Source: an optimization exercise on an open RTL-to-GDS flow (aim: small area, a short achievable clock period and few clock cycles per item). Production flows keep margins and buffers that such runs may drop.
Only simulation tests tie the RTL to the original design; equivalence was not proved.
Power is estimated from default activity; no workload was simulated.

## step_detector_cadence_core
module step_detector_cadence_core #(
   parameter int COUNT_WIDTH = sdc_pkg::COUNT_WIDTH_DEF
) (
   input  logic                                  clock,
   input  logic                                  reset,
   input  logic                                  csr_we,
   input  logic [sdc_pkg::CSR_IDX_W-1:0]         csr_index,
   input  logic [sdc_pkg::CSR_DATA_W-1:0]        csr_wdata,
   input  logic                                  req_valid,
   output logic                                  req_stall,
   input  logic signed [sdc_pkg::ACCEL_W-1:0]    req_accel_x,
   input  logic signed [sdc_pkg::ACCEL_W-1:0]    req_accel_y,
   input  logic signed [sdc_pkg::ACCEL_W-1:0]    req_accel_z,
   input  logic [sdc_pkg::TIME_W-1:0]            req_time_ms,
   input  logic                                  req_clear_count,
   output logic                                  rsp_valid,
   input  logic                                  rsp_stall,
   output logic                                  rsp_stepped,
   output logic [sdc_pkg::STEP_COUNT_W-1:0]      rsp_step_count,
   output logic [sdc_pkg::CAD_W-1:0]             rsp_cadence
);
Size: roughly 4,000 cells after synthesis, roughly 150 I/O pins, roughly 40,000 µm² of cells after synthesis.
==> flow/config.mk <==
export PLATFORM = sky130hd
export DESIGN_NAME = step_detector_cadence_core
export DESIGN_NICKNAME = step_detector_cadence_core
export VERILOG_FILES = /design/flow/design.v
export SDC_FILE = /design/flow/constraint.sdc
export NUM_CORES = 4
export LEC_CHECK = 0
export ABC_CLOCK_PERIOD_IN_PS = 5000
export CAP_MARGIN = 20
export CORE_MARGIN = 2
export CORE_UTILIZATION = 40
export CTS_CLUSTER_DIAMETER = 100
export CTS_CLUSTER_SIZE = 30
export GPL_ROUTABILITY_DRIVEN = 0
export SETUP_SLACK_MARGIN = 4.2
export SLEW_MARGIN = 20
==> flow/constraint.sdc <==
create_clock -name core_clock -period 9.0 [get_ports {clock}]
set_input_delay 1.8000 -clock core_clock [delete_from_list [all_inputs] [get_ports {clock}]]
set_output_delay 1.8000 -clock core_clock [all_outputs]
set_load 0.01 [all_outputs]
standard.sh (not shown) runs the stock make flow with config.mk's settings and CLKGATE_MAP_FILE= SYNTH_SCRIPT=/design/flow/synth_recipe.tcl, a recipe that flattens the netlist after the stock synthesis.
==> flow/flow/run.sh <==
#!/bin/bash
# Layout: the standard flow, with the port buffers made plain buffers (buf_4) instead of
# the delay-cell buffers buffer_ports picks by default. Each tool's output goes to its own log.
cp standard.sh standard_sh.log
export BUFFER_PORTS_ARGS="-buffer_cell sky130_fd_sc_hd__buf_4"
bash standard.sh > standard.log 2>&1
Testbench counts at the start, summed over its fixed seeds: cycles 14,880, items 12,000.
Rerun with:
Settings changed: CELL_PAD_IN_SITES_DETAIL_PLACEMENT from default to 0, CELL_PAD_IN_SITES_GLOBAL_PLACEMENT from default to 0, CTS_CLUSTER_DIAMETER 100 to default, CTS_CLUSTER_SIZE 30 to default, GPL_ROUTABILITY_DRIVEN 0 to default, PLACE_DENSITY from default to 0.8, SETUP_SLACK_MARGIN 4.2 to 4.0.
The changed run completed without violations.
Routed wire length falls by 1.5%.
Clock skew falls by 0.035 ns.
Clock-buffer cell count rises by 37.
Sequential cell count is unchanged.
Hold slack gets worse by 0.031 ns.
Worst setup slack gets worse by 0.21 ns.
Rerun with:
Settings changed: CELL_PAD_IN_SITES_DETAIL_PLACEMENT 0 to default, CELL_PAD_IN_SITES_GLOBAL_PLACEMENT 0 to default, PLACE_DENSITY 0.8 to default, SETUP_SLACK_MARGIN 4.0 to 4.2.
Effect:
- utilization rose by 1.0 points
- combinational power is about the same
- die area is unchanged
- non-clock buffer count rose by 77
- worst setup slack is better by 0.19 ns
- global-route usage rose by 0.89 points
- hold slack is better by 0.010 ns
- count of clock-buffer cells in the layout rose by 6
- power stays flat
- clock power fell by about 4%
- routed wire length rose by 3.3%
Rerun with:
Settings changed: SETUP_SLACK_MARGIN 4.2 to 4.0.
The new run completed with no timing, DRC or antenna violations.
Power falls by 0.87%.
Worst setup slack loses 0.17 ns.
Routed wire length fell by 1.7%.
Fmax decreases by 3.5%.
Sequential power barely changes.
Worst hold slack barely changes.
Clock power grows by about 4%.
Synthesized area does not change.
Sequential share of layout area climbs by 0.51 points.
Via count falls by 1.4%.

---

step_detector_cadence_core again, from the RTL that the note above started with.
Settings: LEC_CHECK=0, ABC_CLOCK_PERIOD_IN_PS=5000, CAP_MARGIN=20, CORE_MARGIN=2, CORE_UTILIZATION=40, CTS_CLUSTER_DIAMETER=80, CTS_CLUSTER_SIZE=24, SETUP_SLACK_MARGIN=4.2, SLEW_MARGIN=20; clock period 9.0 ns.
Scripts as last shown in full above: flow/flow/run.sh
Testbench counts at the start, summed over its fixed seeds: cycles 14,880, items 12,000.
Next try:
- CTS_CLUSTER_DIAMETER: 80 -> 100
- CTS_CLUSTER_SIZE: 24 -> 30
Power is lower by 1.8%.
Final area goes down by 1.1%.
Setup slack hardly moves.
Wire length went down by 0.92%.
Utilization is lower by 0.53 points.
Count of clock-buffer cells in the layout is lower by 9.
Sequential power stays flat.
Global-route usage fell by 0.11 points.
Final cell count goes down by 0.57%.
Next try:
- CTS_CLUSTER_DIAMETER: 100 -> 60
- CTS_CLUSTER_SIZE: 30 -> 36
After rerunning: The changed run produced a clean layout. Die area stays the same. Clock power rises by 55%. Maximum frequency falls by 0.59%. Core utilization increases by 0.92 points. Combinational power hardly moves. Wire length came out higher by 0.70%. Count of clock-buffer cells in the layout grows by 20. Sequential power stays flat.
Next try:
- CTS_CLUSTER_DIAMETER: 60 -> 100
- CTS_CLUSTER_SIZE: 36 -> 30
- SETUP_SLACK_MARGIN: 4.2 -> 4.4
After rerunning:
- The changed run ran to the end with no violations
- utilization is higher by 0.11 points
- fmax is higher by 2.2%
- routed wire length is higher by 0.39%
- via count is higher by 0.56%
- total power is lower by 2.5%
- count of clock-buffer cells in the layout is lower by 20
- design area hardly moves

---

Setup of tundra:
Another version of the RTL of step_detector_cadence_core (not shown whole).
Size: roughly 4000 cells after synthesis, roughly 150 I/O pins, ~38000 µm² of cells after synthesis.
export LEC_CHECK = 0
export ABC_CLOCK_PERIOD_IN_PS = 5000
export CAP_MARGIN = 20
export CORE_MARGIN = 2
export CORE_UTILIZATION = 40
export SETUP_SLACK_MARGIN = 4.0
export SLEW_MARGIN = 20
export TNS_END_PERCENT = 20
create_clock -name core_clock -period 9.0 [get_ports {clock}]
Scripts as last shown in full above: flow/flow/run.sh
tundra completed; timing, DRC and antenna clean
Testbench counts of tundra, summed over its fixed seeds: cycles 14,880, items 12,000.
Inputs modified between tundra and harbor:
# tundra
export LEC_CHECK = 0
export ABC_CLOCK_PERIOD_IN_PS = 5000
export CAP_MARGIN = 20
export CORE_MARGIN = 2
export CORE_UTILIZATION = 40
export SETUP_SLACK_MARGIN = 4.0
export SLEW_MARGIN = 20
export TNS_END_PERCENT = 20
create_clock -name core_clock -period 9.0 [get_ports {clock}]
# harbor
export LEC_CHECK = 0
export ABC_CLOCK_PERIOD_IN_PS = 5000
export CAP_MARGIN = 20
export CORE_MARGIN = 2
export CORE_UTILIZATION = 60
export SETUP_SLACK_MARGIN = 4.0
export SLEW_MARGIN = 20
create_clock -name core_clock -period 9.0 [get_ports {clock}]
==> flow/run.sh (new file) <==
#!/bin/bash
# synth_recipe.tcl (not shown) runs the flow's synth.tcl, then flattens the netlist and writes it again
# the make line also repeats each setting of config.mk as NAME=value (left out here)
make -C /OpenROAD-flow-scripts/flow DESIGN_CONFIG=/design/flow/config.mk WORK_HOME=/design/flow/orfs CLKGATE_MAP_FILE= SYNTH_SCRIPT=/design/flow/synth_recipe.tcl finish
removed: flow/flow/run.sh
removed: flow/standard.sh
### Flow results
harbor reached the end of the flow, and the finished layout is clean on the timing, DRC and antenna checks.
Reported for harbor and tundra, fraction of registers with async set or reset after synthesis turned out identical to the last digit.
harbor ended up with a higher wire length than tundra did.
Buffers inserted during post-CTS setup optimization (lower): tundra
Setup slack on harbor is ahead of tundra.
Run comparison: tundra critical path class input port to register; harbor critical path class register to register
In the tables for harbor and tundra, first-pass GRT wire length reads higher with harbor.
Between harbor and tundra, it is harbor whose fmax is higher, by about 0.7%.
harbor vs. tundra: instance count on the critical path went up by 16.
tundra has lower non-clock buffer count than harbor.
For data required time of the critical path, harbor and tundra come out practically identical.

---

## v21
Starting RTL as in the previous note.
// step_detector_cadence_core
module step_detector_cadence_core #(
   parameter int COUNT_WIDTH = sdc_pkg::COUNT_WIDTH_DEF
) (
   input  logic                                  clock,
   input  logic                                  reset,
   input  logic                                  csr_we,
   input  logic [sdc_pkg::CSR_IDX_W-1:0]         csr_index,
   input  logic [sdc_pkg::CSR_DATA_W-1:0]        csr_wdata,
   input  logic                                  req_valid,
   output logic                                  req_stall,
   input  logic signed [sdc_pkg::ACCEL_W-1:0]    req_accel_x,
   input  logic signed [sdc_pkg::ACCEL_W-1:0]    req_accel_y,
   input  logic signed [sdc_pkg::ACCEL_W-1:0]    req_accel_z,
   input  logic [sdc_pkg::TIME_W-1:0]            req_time_ms,
   input  logic                                  req_clear_count,
   output logic                                  rsp_valid,
   input  logic                                  rsp_stall,
   output logic                                  rsp_stepped,
   output logic [sdc_pkg::STEP_COUNT_W-1:0]      rsp_step_count,
   output logic [sdc_pkg::CAD_W-1:0]             rsp_cadence
);
   localparam logic [COUNT_WIDTH-1:0] COUNT_MAX = '1;
   logic [14:0] thr_ff, mrg_ff;
   logic [15:0] minv_ff, maxv_ff, idle_ff;
   logic [29:0] nthr2_ff, nlvl2_ff;    
   logic        rearm_ff;              
   logic [1:0]  sq_ff;                 
   logic        v1_ff;
   localparam int CB = 121;            
   logic [CB-1:0] cb_ff;
   logic [31:0] t1_ff;
   logic        clr1_ff;
   logic        v2_ff, gt_ff, lt_ff, clr2_ff, inr_ff, idl_ff, sat_ff;
   logic [31:0] t2_ff;
   logic [15:0] d2_ff;
   logic                   rsp_valid_ff, stepped_ff, latched_ff, have_ff;
   logic [COUNT_WIDTH-1:0] cnt_ff;
  ...
Settings: LEC_CHECK=0, ABC_CLOCK_PERIOD_IN_PS=5000, CAP_MARGIN=20, CELL_PAD_IN_SITES_DETAIL_PLACEMENT=0, CELL_PAD_IN_SITES_GLOBAL_PLACEMENT=0, CORE_MARGIN=2, CORE_UTILIZATION=40, PLACE_DENSITY=0.8, SETUP_SLACK_MARGIN=4.0, SLEW_MARGIN=20; clock period 9.0 ns.
==> flow/flow/run.sh <==
#!/bin/bash
# Layout: the standard flow, with the port buffers made plain buffers (buf_4) instead of
# the delay-cell buffers buffer_ports picks by default. Each tool's output goes to its own log.
cp standard.sh standard_sh.log
export BUFFER_PORTS_ARGS="-buffer_cell sky130_fd_sc_hd__buf_4"
bash standard.sh > standard.log 2>&1
v21 | status: complete | timing, DRC, antenna: pass
Testbench counts of v21, summed over its fixed seeds: cycles 14,880, items 12,000.
What v41 does differently from v21 at the input level:
- CELL_PAD_IN_SITES_GLOBAL_PLACEMENT: 0 -> unset
- PLACE_DENSITY: 0.8 -> unset
- SETUP_SLACK_MARGIN: 4.0 -> 3.0
- CELL_PAD_IN_SITES_DETAIL_PLACEMENT: 0 -> unset
==> flow/run.sh (new file) <==
#!/bin/bash
# synth_recipe.tcl (not shown) runs the flow's synth.tcl, then flattens the netlist and writes it again
# the make line also repeats each setting of config.mk as NAME=value (left out here)
make -C /OpenROAD-flow-scripts/flow DESIGN_CONFIG=/design/flow/config.mk WORK_HOME=/design/flow/orfs CLKGATE_MAP_FILE= SYNTH_SCRIPT=/design/flow/synth_recipe.tcl finish
removed: flow/flow/run.sh
removed: flow/standard.sh
## What came out
Diff v41..v21 | synthesized-area fraction occupied by ao, oa, aoi and oai cells | unchanged. Per the comparison of v41 with v21, count of plain and timing-repair buffers in the layout dropped 40, post-layout minimum cycle time increased 0.67 ns. The global-route usage in v41 sits 0.46 points above the value recorded for v21. v41 has less setup slack than v21. On cell total after placement, v21 tracks v41 almost exactly. Sequential power essentially unchanged between v41 and v21. Clock share of power, v21 and v41, lower one = v21.
Setup changes, v41 to v38
- putting CTS_CLUSTER_DIAMETER at 100 where nothing was set
- swapping 3.0 for 4.0 in SETUP_SLACK_MARGIN
- putting CTS_CLUSTER_SIZE at 30 where nothing was set
==> flow/flow/run.sh (new file) <==
#!/bin/bash
# Layout: the standard flow, with the port buffers made plain buffers (buf_4) instead of
# the delay-cell buffers buffer_ports picks by default. Each tool's output goes to its own log.
cp standard.sh standard_sh.log
export BUFFER_PORTS_ARGS="-buffer_cell sky130_fd_sc_hd__buf_4"
bash standard.sh > standard.log 2>&1
==> flow/standard.sh (new file) <==
#!/bin/bash
# synth_recipe.tcl (not shown) runs the flow's synth.tcl, then flattens the netlist and writes it again
# the make line also repeats each setting of config.mk as NAME=value (left out here)
make -C /OpenROAD-flow-scripts/flow DESIGN_CONFIG=/design/flow/config.mk WORK_HOME=/design/flow/orfs CLKGATE_MAP_FILE= SYNTH_SCRIPT=/design/flow/synth_recipe.tcl "${@:-finish}"
removed: flow/run.sh
[summary]
- Between v38 and v41, the difference in share of the final layout cell area in sequential cells is negligible.
- In v38 relative to v41, wire length had gone up slightly.
- In the reports for v38 and v41, the larger fraction of met2 tracks used by global routing belongs to v41.
- In v38 the clock network area share turned out 2.1 points lower than in v41.
- Worst setup slack came out higher on v38 than on v41.
Setup changes, v38 to v19
- CTS_CLUSTER_DIAMETER no longer set, was 100
- CTS_CLUSTER_SIZE no longer set, was 30
- SETUP_SLACK_MARGIN now 4.4, was 4.0
==> summary.txt <==
The flow did not stop early for v19: all stages ran, and the layout cleared the timing, DRC and antenna checks. Note that the length of routed met3 wiring recorded for v19 amounts to 1.14 times the value seen in v38. Summary of v19 over v38: maximum frequency moved down; global-route usage higher; cell depth of the worst setup path rose by 10; routed wire length +6400 um; detailed-route wire length on metal 1 shows an increase of 3.6%. Worst reg-to-reg setup slack ended up 0.07 ns lower on v19 than on v38. Sequential portion of the cell area, v38 and v19: smaller value in v19. On count of clock-buffer cells in the layout, the higher figure sits with v19, not v38. Density: v19 denser than v38.
Edits applied to the flow inputs when going from v19 to v27:
- an added CTS_BUF_LIST of sky130_fd_sc_hd__clkbuf_8
- a change of SETUP_SLACK_MARGIN from 4.4 to 4.0
==> flow/run.sh (new file) <==
#!/bin/bash
# synth_recipe.tcl (not shown) runs the flow's synth.tcl, then flattens the netlist and writes it again
# the make line also repeats each setting of config.mk as NAME=value (left out here)
make -C /OpenROAD-flow-scripts/flow DESIGN_CONFIG=/design/flow/config.mk WORK_HOME=/design/flow/orfs CLKGATE_MAP_FILE= SYNTH_SCRIPT=/design/flow/synth_recipe.tcl finish
removed: flow/flow/run.sh
removed: flow/standard.sh
Findings:
v27 ran to completion and came out clean on the timing, DRC and antenna checks. v19 went all the way through the flow, and no timing, DRC or antenna check failed. Taking v19 as the reference, in v27 via count normalized by instance count saw a decrease; endpoint arrival time on the critical path saw an increase; tightest slew margin relative to the limit moved down; proportion of power drawn by flip-flops and latches higher. Compared with v19, in v27 met3 demand-to-capacity share in global routing went up by 0.93 points; via count of the routed design moved down.
Relative to v27, the following input files were edited for v55:
- ABC_CLOCK_PERIOD_IN_PS now 4500, was 5000
- CTS_BUF_LIST no longer set, was sky130_fd_sc_hd__clkbuf_8
- SETUP_SLACK_MARGIN now 4.7, was 4.0
Results
- v55 against v27: total chip power picked up an extra 3.2 mW; iteration count of the initial detailed-routing pass picked up an extra 2; endpoint arrival time on the critical path has increased; core utilization picked up an extra 3.7 points.
- v27 and v55 ended up with nearly the same clock transition at the register clock pins on the worst setup and hold paths after CTS.
- Min overall routing resource usage across v27 and v55: v27
- | power consumed by the clock network | lower: v27 |
- v55 went all the way through synthesis, placement and routing and the layout is clean on timing, DRC and antenna.
- Summary — detailed-routed wire length on met2, v55 relative to v27: higher, by 3500 um.
- v55: share of power burned in combinational logic is 3.7 points higher than what v27 reported.
- Looking at startpoint-to-endpoint class of the critical path, the flop to flop result is from v55; the primary input to flop one comes from v27.
- The standard cells in v55 occupy more silicon area than those in v27 do.

[afterwards: timing with drivers on the ports]
The results above use ideal ports. As a check the final layouts listed here were re-extracted and re-timed, cells and wires unchanged.
Step 1 assumes that a clkbuf_16 drives the clock port and a buf_2 every other input.
Step 2 moves the port delays by t, midway between the first and last clock arrival at a register: inputs arrive t later, outputs are due t later. That takes back most of the time a late clock gives input paths.
Three values: ideal ports, drivers, drivers and shift; two values: the first two.
run	t, ns	setup WS [ns]	latest minus earliest clock arrival (ns)	worst data-port slew with drivers (ns)	cell pins on the clock port's net
the first run of note 1	0.701	4.227 / 4.192 / 3.580	0.061 / 0.060	0.16	1
the second run of note 1	0.694	4.021 / 4.004 / 3.355	0.029 / 0.029	0.13	1
the third run of note 1	0.713	4.207 / 4.189 / 3.539	0.054 / 0.054	0.14	1
the fourth run of note 1	0.697	4.035 / 3.997 / 3.425	0.050 / 0.049	0.15	1
the first run of note 2	0.658	4.224 / 4.194 / 3.599	0.042 / 0.042	0.16	1
the second run of note 2	0.701	4.227 / 4.192 / 3.580	0.061 / 0.060	0.16	1
the third run of note 2	0.701	4.199 / 4.181 / 3.541	0.040 / 0.040	0.14	1
the fourth run of note 2	0.698	4.301 / 4.321 / 3.623	0.085 / 0.084	0.14	1
tundra	0.709	3.918 / 3.955 / 3.246	0.067 / 0.067	0.15	1
harbor	0.690	3.953 / 3.953 / 3.407	0.037 / 0.036	0.08	1
v21	0.699	3.958 / 3.958 / 3.374	0.037 / 0.037	0.14	1
v41	0.708	3.293 / 3.310 / 2.627	0.051 / 0.051	0.12	1
v38	0.689	4.055 / 4.070 / 3.402	0.056 / 0.057	0.15	1
v19	0.714	4.000 / 4.000 / 3.562	0.037 / 0.037	0.15	1
v27	0.764	3.987 / 4.024 / 3.260	0.069 / 0.068	0.11	1
v55	0.725	3.869 / 3.869 / 3.447	0.077 / 0.078	0.13	1
After both steps setup and hold are still met in every run listed. The setup slack of v27, which loses most, moves by +0.037 ns with the drivers and by -0.727 ns with both steps.
